Background: an optimization exercise with open tools, aiming at small area. Do not read the settings as production practice. In this exercise RTL edits were held to simulation tests only and were not proved equivalent to the original. No activity file was given, so power comes from the tool's default toggle rates.

==> job 1480: inputs <==
==> flow/design.v <==
package shell_pkg;
  typedef logic [31:0] word_t;
  localparam int unsigned RfCheckW = 7;
  localparam int unsigned RfDataW  = 32 + RfCheckW;
  typedef logic [4:0]         rf_addr_t;
  typedef logic [RfDataW-1:0] rf_data_t;
  localparam rf_data_t RfWordZeroVal = 39'h2A00000000;
  localparam int unsigned ScrKeyW   = 128;
  localparam int unsigned ScrNonceW = 64;
  typedef logic [ScrKeyW-1:0]   scr_key_t;
  typedef logic [ScrNonceW-1:0] scr_nonce_t;
  localparam scr_key_t   ScrKeyDefault   = 128'h4d2c91f03a7eb615c8d02f94e17a5b63;
  localparam scr_nonce_t ScrNonceDefault = 64'h9e3f0c6a71d2b845;
  typedef enum logic {
    ScrKeyValid   = 1'b0,
    ScrKeyRequest = 1'b1
  } scr_state_e;
endpackage
module core_clock_ctrl (
  input  logic clk_i,
  input  logic rst_ni,
  input  logic test_en_i,
  input  logic core_busy_i,
  input  logic debug_req_i,
  input  logic irq_pending_i,
  input  logic irq_nm_i,
  output logic clk_core_en_o,
  output logic core_sleep_o
);
  logic core_busy_q;
  logic clock_en;
  logic gate_en;
  always_ff @(posedge clk_i or negedge rst_ni) begin
    if (!rst_ni) begin
      core_busy_q <= 1'b0;
    end else begin
      core_busy_q <= core_busy_i;
    end
  end
  assign clock_en     = core_busy_q | debug_req_i | irq_pending_i | irq_nm_i;
  assign core_sleep_o = ~clock_en;
  assign gate_en       = clock_en | test_en_i;
  assign clk_core_en_o = gate_en;
endmodule
module reg_file_ff #(
  parameter int unsigned NumWords = 32
) (
  input  logic               clk_i,
  input  logic               rst_ni,
  input  logic               en_i,
  input  shell_pkg::rf_addr_t raddr_a_i,
  input  shell_pkg::rf_addr_t raddr_b_i,
  input  shell_pkg::rf_addr_t waddr_i,
  input  shell_pkg::rf_data_t wdata_i,
  input  logic                we_i,
  output shell_pkg::rf_data_t rdata_a_o,
  output shell_pkg::rf_data_t rdata_b_o,
  output logic                err_o
);
  logic [NumWords-1:0] we_dec;
  logic [NumWords-1:0] valid_q;
  shell_pkg::rf_data_t rf_reg [NumWords];
  always_comb begin
    for (int unsigned i = 0; i < NumWords; i++) begin
      we_dec[i] = en_i && we_i && (waddr_i == shell_pkg::rf_addr_t'(i));
    end
  end
  assign err_o = 1'b0;
  assign valid_q[0] = 1'b1;
  assign rf_reg[0]  = shell_pkg::RfWordZeroVal;
  for (genvar i = 1; i < NumWords; i++) begin : gen_word
    shell_pkg::rf_data_t word_q;
    logic                written_q;
    always_ff @(posedge clk_i or negedge rst_ni) begin
      if (!rst_ni) begin
        written_q <= 1'b0;
      end else if (we_dec[i]) begin
        written_q <= 1'b1;
      end
    end
    always_ff @(posedge clk_i) begin
      if (we_dec[i]) begin
        word_q <= wdata_i;
      end
    end
    assign valid_q[i] = written_q;
    assign rf_reg[i]  = word_q;
  end
  assign rdata_a_o = valid_q[raddr_a_i] ? rf_reg[raddr_a_i] : '0;
  assign rdata_b_o = valid_q[raddr_b_i] ? rf_reg[raddr_b_i] : '0;
endmodule
module scramble_key_ctrl #(
  parameter shell_pkg::scr_key_t   RndKey   = shell_pkg::ScrKeyDefault,
  parameter shell_pkg::scr_nonce_t RndNonce = shell_pkg::ScrNonceDefault
) (
  input  logic                  clk_i,
  input  logic                  rst_ni,
  input  logic                  key_req_i,
  input  logic                  key_valid_i,
  input  shell_pkg::scr_key_t   key_i,
  input  shell_pkg::scr_nonce_t nonce_i,
  output shell_pkg::scr_key_t   key_o,
  output shell_pkg::scr_nonce_t nonce_o,
  output logic                  key_valid_o,
  output logic                  scramble_req_o
);
  shell_pkg::scr_state_e state_q, state_d;
  always_comb begin
    state_d = state_q;
    case (state_q)
      shell_pkg::ScrKeyValid: begin
        if (key_req_i) begin
          state_d = shell_pkg::ScrKeyRequest;
        end
      end
      shell_pkg::ScrKeyRequest: begin
        if (key_valid_i) begin
          state_d = shell_pkg::ScrKeyValid;
        end
      end
      default: state_d = shell_pkg::ScrKeyValid;
    endcase
  end
  always_ff @(posedge clk_i or negedge rst_ni) begin
    if (!rst_ni) begin
      state_q <= shell_pkg::ScrKeyValid;
    end else begin
      state_q <= state_d;
    end
  end
  always_ff @(posedge clk_i or negedge rst_ni) begin
    if (!rst_ni) begin
      key_o   <= RndKey;
      nonce_o <= RndNonce;
    end else if (key_valid_i) begin
      key_o   <= key_i;
      nonce_o <= nonce_i;
    end
  end
  assign key_valid_o    = (state_q == shell_pkg::ScrKeyValid);
  assign scramble_req_o = (state_q == shell_pkg::ScrKeyRequest);
endmodule
module dside_tracker #(
  parameter int unsigned MaxOutstanding = 2
) (
  input  logic clk_i,
  input  logic rst_ni,
  input  logic en_i,
  input  logic data_req_i,
  input  logic data_gnt_i,
  input  logic data_rvalid_i,
  output logic err_o
);
  localparam int unsigned CntW = $clog2(MaxOutstanding + 1);
  logic [CntW-1:0] cnt_q, cnt_d;
  logic            none_pending;
  logic            all_pending;
  logic            err_resp;
  logic            err_req;
  logic            do_inc;
  logic            do_dec;
  assign none_pending = (cnt_q == '0);
  assign all_pending  = (cnt_q == CntW'(MaxOutstanding));
  assign err_resp = data_rvalid_i & none_pending;
  assign err_req  = data_req_i & all_pending & ~data_rvalid_i;
  assign err_o    = err_resp | err_req;
  assign do_inc = data_req_i & data_gnt_i & ~err_req;
  assign do_dec = data_rvalid_i & ~none_pending;
  always_comb begin
    cnt_d = cnt_q;
    if (do_inc && !do_dec) begin
      cnt_d = cnt_q + 1'b1;
    end else if (do_dec && !do_inc) begin
      cnt_d = cnt_q - 1'b1;
    end
  end
  always_ff @(posedge clk_i or negedge rst_ni) begin
    if (!rst_ni) begin
      cnt_q <= '0;
    end else if (en_i) begin
      cnt_q <= cnt_d;
    end
  end
endmodule
module core_shell_top #(
  parameter int unsigned           NumWords       = 32,
  parameter int unsigned           MaxOutstanding = 2,
  parameter shell_pkg::scr_key_t   RndKey         = shell_pkg::ScrKeyDefault,
  parameter shell_pkg::scr_nonce_t RndNonce       = shell_pkg::ScrNonceDefault
) (
  input  logic                  clk_i,
  input  logic                  rst_ni,
  input  logic                  test_en_i,
  input  logic                  core_busy_i,
  input  logic                  debug_req_i,
  input  logic                  irq_pending_i,
  input  logic                  irq_nm_i,
  input  shell_pkg::rf_addr_t   rf_raddr_a_i,
  input  shell_pkg::rf_addr_t   rf_raddr_b_i,
  input  shell_pkg::rf_addr_t   rf_waddr_i,
  input  shell_pkg::rf_data_t   rf_wdata_i,
  input  logic                  rf_we_i,
  output shell_pkg::rf_data_t   rf_rdata_a_o,
  output shell_pkg::rf_data_t   rf_rdata_b_o,
  input  logic                  ic_scr_key_req_i,
  input  logic                  scramble_key_valid_i,
  input  shell_pkg::scr_key_t   scramble_key_i,
  input  shell_pkg::scr_nonce_t scramble_nonce_i,
  output logic                  scramble_req_o,
  output shell_pkg::scr_key_t   scr_key_o,
  output shell_pkg::scr_nonce_t scr_nonce_o,
  output logic                  scr_key_valid_o,
  input  logic                  data_req_i,
  input  logic                  data_gnt_i,
  input  logic                  data_rvalid_i,
  input  logic                  core_alert_minor_i,
  input  logic                  core_alert_major_bus_i,
  output logic                  alert_minor_o,
  output logic                  alert_major_internal_o,
  output logic                  alert_major_bus_o,
  output logic                  clk_core_en_o,
  output logic                  core_sleep_o
);
  logic clk_core_en;
  logic rf_err;
  logic dside_err;
  core_clock_ctrl i_core_clock_ctrl (
    .clk_i        (clk_i),
    .rst_ni       (rst_ni),
    .test_en_i    (test_en_i),
    .core_busy_i  (core_busy_i),
    .debug_req_i  (debug_req_i),
    .irq_pending_i(irq_pending_i),
    .irq_nm_i     (irq_nm_i),
    .clk_core_en_o(clk_core_en),
    .core_sleep_o (core_sleep_o)
  );
  assign clk_core_en_o = clk_core_en;
  reg_file_ff #(
    .NumWords(NumWords)
  ) i_reg_file_ff (
    .clk_i    (clk_i),
    .en_i     (clk_core_en),
    .rst_ni   (rst_ni),
    .raddr_a_i(rf_raddr_a_i),
    .raddr_b_i(rf_raddr_b_i),
    .waddr_i  (rf_waddr_i),
    .wdata_i  (rf_wdata_i),
    .we_i     (rf_we_i),
    .rdata_a_o(rf_rdata_a_o),
    .rdata_b_o(rf_rdata_b_o),
    .err_o    (rf_err)
  );
  dside_tracker #(
    .MaxOutstanding(MaxOutstanding)
  ) i_dside_tracker (
    .clk_i        (clk_i),
    .en_i         (clk_core_en),
    .rst_ni       (rst_ni),
    .data_req_i   (data_req_i),
    .data_gnt_i   (data_gnt_i),
    .data_rvalid_i(data_rvalid_i),
    .err_o        (dside_err)
  );
  scramble_key_ctrl #(
    .RndKey  (RndKey),
    .RndNonce(RndNonce)
  ) i_scramble_key_ctrl (
    .clk_i         (clk_i),
    .rst_ni        (rst_ni),
    .key_req_i     (ic_scr_key_req_i),
    .key_valid_i   (scramble_key_valid_i),
    .key_i         (scramble_key_i),
    .nonce_i       (scramble_nonce_i),
    .key_o         (scr_key_o),
    .nonce_o       (scr_nonce_o),
    .key_valid_o   (scr_key_valid_o),
    .scramble_req_o(scramble_req_o)
  );
  assign alert_major_internal_o = rf_err;
  assign alert_major_bus_o      = core_alert_major_bus_i | dside_err;
  assign alert_minor_o          = core_alert_minor_i;
endmodule
==> flow/flow/run.sh <==
#!/bin/bash
# Own layout flow: the standard flow with
#  - an area-oriented ABC script in synthesis (flow/synth.tcl, flow/area.abc)
#  - port buffers of the smallest buffer cell
#  - CTS without dummy loads
set -euo pipefail
here=$(pwd)
export FLOW_ABC_SCRIPT=$here/flow/area.abc
SYN="SYNTH_SCRIPT=$here/flow/synth.tcl"
bash standard.sh "$SYN" synth > synth_run.log 2>&1
bash standard.sh "$SYN" \
  "BUFFER_PORTS_ARGS=-buffer_cell sky130_fd_sc_hd__buf_1" \
  "CTS_ARGS=-sink_clustering_enable -repair_clock_nets -dont_use_dummy_load -buf_list sky130_fd_sc_hd__clkbuf_4" \
  finish > layout_run.log 2>&1
==> flow/flow/area.abc <==
&get -n
&st
&dch
&nf -R 1000 -p -C 32
&put
topo
==> flow/flow/synth.tcl <==
# The standard synthesis script, with the ABC script of the final
# technology mapping replaced by flow/area.abc (area-oriented mapping).
# Flip-flops are mapped by dfflibmap before ABC, so registers are unchanged.
proc synth {args} { yosys synth -nofsm -noshare {*}$args }
proc abc {args} {
  set i [lsearch -exact $args -script]
  if {$i >= 0} { lset args [expr {$i + 1}] $::env(FLOW_ABC_SCRIPT) }
  yosys abc {*}$args
}
source $::env(SCRIPTS_DIR)/synth.tcl
# left out here: clear keep_hierarchy, flatten, clean up, hide names made inside functions, write 1_2_yosys.v
==> flow/standard.sh <==
#!/bin/bash
# synth_recipe.tcl (not shown) runs the flow's synth.tcl, then flattens the netlist and writes it again
# the make line also repeats each setting of config.mk as NAME=value (left out here)
make -C /OpenROAD-flow-scripts/flow DESIGN_CONFIG=/design/flow/config.mk WORK_HOME=/design/flow/orfs CLKGATE_MAP_FILE= SYNTH_SCRIPT=/design/flow/synth_recipe.tcl "${@:-finish}"
==> flow/config.mk <==
export PLATFORM = sky130hd
export DESIGN_NAME = core_shell_top
export DESIGN_NICKNAME = core_shell_top
export VERILOG_FILES = /design/flow/design.v
export SDC_FILE = /design/flow/constraint.sdc
export NUM_CORES = 4
export LEC_CHECK = 0
export CAP_MARGIN = 20
export CORE_MARGIN = 2
export CORE_UTILIZATION = 45
export CTS_BUF_LIST = sky130_fd_sc_hd__clkbuf_4
export PLACE_DENSITY = 0.55
export SLEW_MARGIN = 20
==> flow/constraint.sdc <==
create_clock -name core_clock -period 8.0 [get_ports {clk_i}]
set_input_delay 1.6000 -clock core_clock [delete_from_list [all_inputs] [get_ports {clk_i}]]
set_output_delay 1.6000 -clock core_clock [all_outputs]
set_load 0.01 [all_outputs]
==> inputs of job 302, as changes to job 1480 <==
--- a/flow/flow/run.sh
+++ b/flow/flow/run.sh
@@ -12,3 +12,3 @@
   "BUFFER_PORTS_ARGS=-buffer_cell sky130_fd_sc_hd__buf_1" \
-  "CTS_ARGS=-sink_clustering_enable -repair_clock_nets -dont_use_dummy_load -buf_list sky130_fd_sc_hd__clkbuf_4" \
+  "CTS_ARGS=-sink_clustering_enable -repair_clock_nets -dont_use_dummy_load -buf_list sky130_fd_sc_hd__clkbuf_4 -sink_clustering_size 10 -sink_clustering_max_diameter 50" \
   finish > layout_run.log 2>&1
--- a/flow/config.mk
+++ b/flow/config.mk
@@ -7,7 +7,9 @@
 export LEC_CHECK = 0
-export CAP_MARGIN = 20
+export CAP_MARGIN = 10
 export CORE_MARGIN = 2
-export CORE_UTILIZATION = 45
+export CORE_UTILIZATION = 40
 export CTS_BUF_LIST = sky130_fd_sc_hd__clkbuf_4
-export PLACE_DENSITY = 0.55
-export SLEW_MARGIN = 20
+export CTS_CLUSTER_DIAMETER = 50
+export CTS_CLUSTER_SIZE = 10
+export PLACE_DENSITY = 0.5
+export SLEW_MARGIN = 10
==> qor summary <==
Run status: job 1480 finished clean; job 302 finished clean
Antenna violations before repair: job 1480 28; job 302 41
Met3 Routed Length: job 1480 30800 um; job 302 30800 um
Die Span X: job 1480 359 um; job 302 381 um
Layout overhead on the synthesized area: job 1480 15.7%; job 302 13.8%
Slew of the pin with the lowest slew margin: job 1480 1.27 ns; job 302 1.36 ns
Placeable Area: job 1480 126000 um^2; job 302 141000 um^2
Net count reported at finish: job 1480 4758; job 302 4563
Placed cell areas: job 1480 62800 um^2; job 302 63300 um^2
Seq area share: job 1480 64.0%; job 302 65.1%
Final Cycle Share: job 1480 85.3%; job 302 87.4%
Worst ir drop on vdd: job 1480 162 uV; job 302 130 uV
Global routing usage on met1: job 1480 43.6%; job 302 42.7%
Part of the power in the clock network: job 1480 33.6%; job 302 26.1%
Number of global-route vias before repair: job 1480 43100; job 302 41700
Worst Path Arrival: job 1480 5.22 ns; job 302 5.39 ns
Power dissipated by switching net loads: job 1480 3.58 mW; job 302 3.31 mW
Multi-input combinational area share: job 1480 23.2%; job 302 23.6%
Drt wl/cell: job 1480 38.2 um; job 302 40.1 um
Routability cong.: job 1480 0.894; job 302 0.900
Routed wire length: job 1480 236000 um; job 302 249000 um
Clock group total power: job 1480 4.85 mW; job 302 3.39 mW

## separate check: timing with driven ports
In the flow no input, the clock included, has a driving cell. The finished layouts below were timed again as built, in two steps. Step 1 (the two cells are an assumption about what drives the block):
set clk [get_ports {clk_i}]
set_driving_cell -lib_cell sky130_fd_sc_hd__clkbuf_16 $clk
set_driving_cell -lib_cell sky130_fd_sc_hd__buf_2 [delete_from_list [all_inputs] $clk]
Step 2 moves the port delays by t, midway between the first and last clock arrival at a register: inputs arrive t later, outputs are due t later. That takes back most of the time a late clock gives input paths. Three values: ideal, step 1, step 2; two values: the first two.
run | t (ns) | slack for setup (ns) | clock arrival spread, ns
job 1480 | 1.308 | 1.178 / 1.144 / 1.144 | 0.142 / 0.141
job 302 | 1.234 | 1.006 / 0.923 / 0.923 | 0.185 / 0.185
After both steps every run listed still meets setup and hold. The setup slack of job 302, which loses most, moves by -0.083 ns with the drivers and by -0.083 ns with both steps.
